This design comes from an exercise in tuning for small area, a short achievable clock period and few clock cycles per item on the open sky130 flow, not from production work. Power figures rest on the tool's default switching activity, not on a simulated workload.

== the reference run ==
Design wav_header_chunk_parser, start of the top module:
module wav_header_chunk_parser (
    input  logic        clk,
    input  logic        rst_n,
    input  logic        in_valid,
    output logic        in_stall,
    input  logic [7:0]  byte_value,
    input  logic        end_of_file,
    input  logic        cfg_valid,
    output logic        cfg_ready,
    input  logic [3:0]  cfg_data,
    output logic        out_valid,
    input  logic        out_stall,
    output logic        payload_valid,
    output logic [7:0]  payload_byte,
    output logic        payload_last,
    output logic [15:0] audio_format,
    output logic [15:0] num_channels,
    output logic [31:0] sample_freq,
    output logic [15:0] bits_per_sample,
    output logic [31:0] payload_size,
    output logic [2:0]  status
);
    logic [5:0]  pos_q;              
    logic        first_q;            
    logic        ph_h, ph_w, ph_p;   
    logic [2:0]  st_q;               
    logic [15:0] fmt_q, ch_q, bits_q;
    logic [31:0] rate_q, psize_q;
    logic [31:0] cnt_q;              
    logic [2:0]  hc_q;               
    logic        skip_q;             
    logic        match_q;            
    logic [3:0]  chunks_q;
    logic [3:0]  limit_q;
    logic        ov_q, pv_q, pl_q;
    logic [7:0]  pb_q;
    logic [5:0]  pos_n;
    logic [2:0]  st_n;
    logic        phh_n, phw_n, php_n;
    logic [2:0]  hc_n;
    logic        skip_n, match_n;
    logic [3:0]  chunks_n;
  ...
Size in the first run: ~780 cells after synthesis, ~150 I/O pins.
clock: 5.5 ns
lec_check: 0
abc_area: 1
cap_margin: 20
core_margin: 2
core_utilization: 55
cts_cluster_diameter: 100
cts_cluster_size: 25
setup_slack_margin: 3.3
slew_margin: 20
standard.sh (not shown) runs the stock make flow with config.mk's settings and CLKGATE_MAP_FILE= SYNTH_SCRIPT=/design/flow/synth_recipe.tcl, a recipe that flattens the netlist after the stock synthesis.
==> flow/flow/run.sh <==
#!/bin/bash
# Standard ORFS layout, except that the port buffers use a small buffer cell
# (buf_1) instead of the delay-buffer cell buffer_ports picks by default;
# repair_design / repair_timing still resize them where needed.
set -euo pipefail
export BUFFER_PORTS_ARGS="-buffer_cell sky130_fd_sc_hd__buf_1"
bash standard.sh > standard.log 2>&1
## Diff of input files: the trial run against the reference run
--- a/flow/design.v
+++ b/flow/design.v
@@ -60,48 +60,30 @@
     logic [7:0]  d;
     logic [31:0] size;
     logic [31:0] cnt_dec;
     logic [3:0]  cz_q;               
     logic [3:0]  cz_n, brw;
     logic [3:0]  chunks_dec;
     logic [7:0]  in_d;
     logic        in_eof;
-    logic        a_z;
-    logic [3:0]  a_c, in_c;
-    localparam logic [3:0] CNone = 4'd0, CR = 4'd1, CI = 4'd2, CF = 4'd3, CW = 4'd4,
-                           CA = 4'd5, CV = 4'd6, CE = 4'd7, Cd = 4'd8, Ca = 4'd9, Ct = 4'd10;
+    logic        a_z, a_R, a_I, a_F, a_W, a_A, a_V, a_E, a_dd, a_a, a_t;
     logic        hdr_eq, id_eq;
     logic        p3, p11, p23, w7;
     logic        hdr_ok, id_ok;
     logic        cnt_one, size_zero;
+    logic        cnt_one_q;
     logic        cnt_count, cnt_load, psize_load;
     assign hold      = ov_q & out_stall;
     assign in_stall  = b_v;
     assign take      = in_valid & ~b_v;
     assign acc       = a_v & ~hold;
     assign d         = a_d;
     assign in_d      = b_v ? b_d : byte_value;
     assign in_eof    = b_v ? b_eof : end_of_file;
-    always_comb
-    begin
-        case (in_d)
-            8'h52:   in_c = CR;
-            8'h49:   in_c = CI;
-            8'h46:   in_c = CF;
-            8'h57:   in_c = CW;
-            8'h41:   in_c = CA;
-            8'h56:   in_c = CV;
-            8'h45:   in_c = CE;
-            8'h64:   in_c = Cd;
-            8'h61:   in_c = Ca;
-            8'h74:   in_c = Ct;
-            default: in_c = CNone;
-        endcase
-    end
     assign src_eof   = a_eof;
     assign cfg_ready = 1'b1;
     assign p3         = (pos_q == 6'd3);
     assign p11        = (pos_q == 6'd11);
     assign p23        = (pos_q == 6'd23);
     assign w7         = ph_w && !skip_q && (hc_q == 3'd7);
     assign live       = ph_h || ph_w || ph_p || (st_q == StDone);
     assign size       = {d, cnt_q[31:8]};
@@ -110,31 +92,31 @@
     begin
         for (int k = 0; k < 4; k++)
         begin
             cnt_dec[8*k +: 8] = brw[k] ? cnt_q[8*k +: 8] - 8'd1 : cnt_q[8*k +: 8];
             cz_n[k]           = brw[k] ? (cnt_q[8*k +: 8] == 8'd1) : cz_q[k];
         end
     end
     assign chunks_dec = chunks_q - 1'b1;
-    assign cnt_one    = (cz_q[3:1] == 3'b111) && (cnt_q[7:0] == 8'd1);
+    assign cnt_one    = cnt_one_q;
     assign size_zero  = a_z && (cz_q[3:1] == 3'b111);
     always_comb
     begin
         case (pos_q[1:0])
-            2'd0:    hdr_eq = (a_c == (pos_q[3] ? CW : CR));
-            2'd1:    hdr_eq = (a_c == (pos_q[3] ? CA : CI));
-            2'd2:    hdr_eq = (a_c == (pos_q[3] ? CV : CF));
-            default: hdr_eq = (a_c == (pos_q[3] ? CE : CF));
+            2'd0:    hdr_eq = pos_q[3] ? a_W : a_R;
+            2'd1:    hdr_eq = pos_q[3] ? a_A : a_I;
+            2'd2:    hdr_eq = pos_q[3] ? a_V : a_F;
+            default: hdr_eq = pos_q[3] ? a_E : a_F;
         endcase
         case (hc_q[1:0])
-            2'd0:    id_eq = (a_c == Cd);
-            2'd1:    id_eq = (a_c == Ca);
-            2'd2:    id_eq = (a_c == Ct);
-            default: id_eq = (a_c == Ca);
+            2'd0:    id_eq = a_dd;
+            2'd1:    id_eq = a_a;
+            2'd2:    id_eq = a_t;
+            default: id_eq = a_a;
         endcase
     end
     assign hdr_ok = hdr_eq && (pos_q[1:0] == 2'd0 || match_q);
     assign id_ok  = id_eq && (hc_q[1:0] == 2'd0 || match_q);
     assign cnt_count  = ph_p || (ph_w && skip_q);
     assign cnt_load   = cnt_count || (ph_w && hc_q[2]);
     assign psize_load = w7 && (chunks_q != 4'd0) && match_q;
     always_comb
@@ -317,26 +299,37 @@
     always_ff @(posedge clk)
     begin
         if (psize_en)
             psize_q <= first_q ? 32'd0 : size;
         if (cnt_en)
         begin
             cnt_q     <= cnt_count ? cnt_dec : size;
             cz_q      <= cnt_count ? cz_n : {a_z, cz_q[3:1]};
+            cnt_one_q <= cnt_count ? (cz_q[3:1] == 3'b111 && cnt_q[7:0] == 8'd2)
+                                   : (a_z && cz_q[3:2] == 2'b11 && cnt_q[15:8] == 8'd1);
         end
     end
     always_ff @(posedge clk)
     begin
         if (acc || !a_v)
         begin
             a_d   <= in_d;
             a_eof <= in_eof;
             a_z   <= (in_d == 8'h00);
-            a_c   <= in_c;
+            a_R   <= (in_d == 8'h52);
+            a_I   <= (in_d == 8'h49);
+            a_F   <= (in_d == 8'h46);
+            a_W   <= (in_d == 8'h57);
+            a_A   <= (in_d == 8'h41);
+            a_V   <= (in_d == 8'h56);
+            a_E   <= (in_d == 8'h45);
+            a_dd  <= (in_d == 8'h64);
+            a_a   <= (in_d == 8'h61);
+            a_t   <= (in_d == 8'h74);
         end
         if (!b_v)
         begin
             b_d   <= byte_value;
             b_eof <= end_of_file;
         end
     end
     always_ff @(posedge clk)
The trial run completed end to end with timing, DRC and antenna clean.
Compared to the reference run, the trial run has design area about 0.8% higher.
Delta (the trial run minus the reference run): proportion of power drawn by the clock network shows a reduction of 0.5 points; total track usage shows a reduction of 0.67 points.
Against the reference run, the trial run comes in 0.26 points lower on share of async-settable or async-resettable flops after synthesis.
Number of standard cells after synthesis: the trial run higher than the reference run
Higher total power among the reference run and the trial run: the trial run
Area share of fa/ha/maj cells after synthesis essentially unchanged between the reference run and the trial run.
Simple logic cell fraction of the synthesized area (lower): the reference run
The trial run and the reference run ended up with roughly the same multiplexer fraction of the synthesized cell area.
Compared with the reference run, in the trial run number of different library cells in the post-synthesis netlist rose about 11%; routed wire length shrank by 1.3%; post-route worst setup slack lower.
No functional check of the RTL was part of any run of this note.

[what the ideal ports hide]
How much do the figures lean on ideal ports? The routed layouts below were timed once more, with nothing changed but the port constraints. Step 1 (the two cells are an assumption about what drives the block):
set clk [get_ports {clk}]
set_driving_cell -lib_cell sky130_fd_sc_hd__clkbuf_16 $clk
set_driving_cell -lib_cell sky130_fd_sc_hd__buf_2 [delete_from_list [all_inputs] $clk]
Step 2 adds t to the input delays and takes it off the output delays; t is the mean of the earliest and latest rising clock arrival at the registers after step 1. Input paths then give back, and output paths get back, about the clock's delay inside the block. Three values: no drivers, after step 1, after step 2; two values: the first two.
run | t, ns | setup slack, ns | worst setup path at the end | clock arrival spread, ns
the reference run | 0.504 | 3.330 / 3.287 / 2.927 | input to register | 0.019 / 0.019
the trial run | 0.505 | 3.323 / 3.279 / 2.987 | input to register | 0.016 / 0.016
After both steps every run listed still meets setup and hold. For the reference run, which loses most, drivers alone change the setup slack by -0.043 ns; drivers and shift together by -0.403 ns.
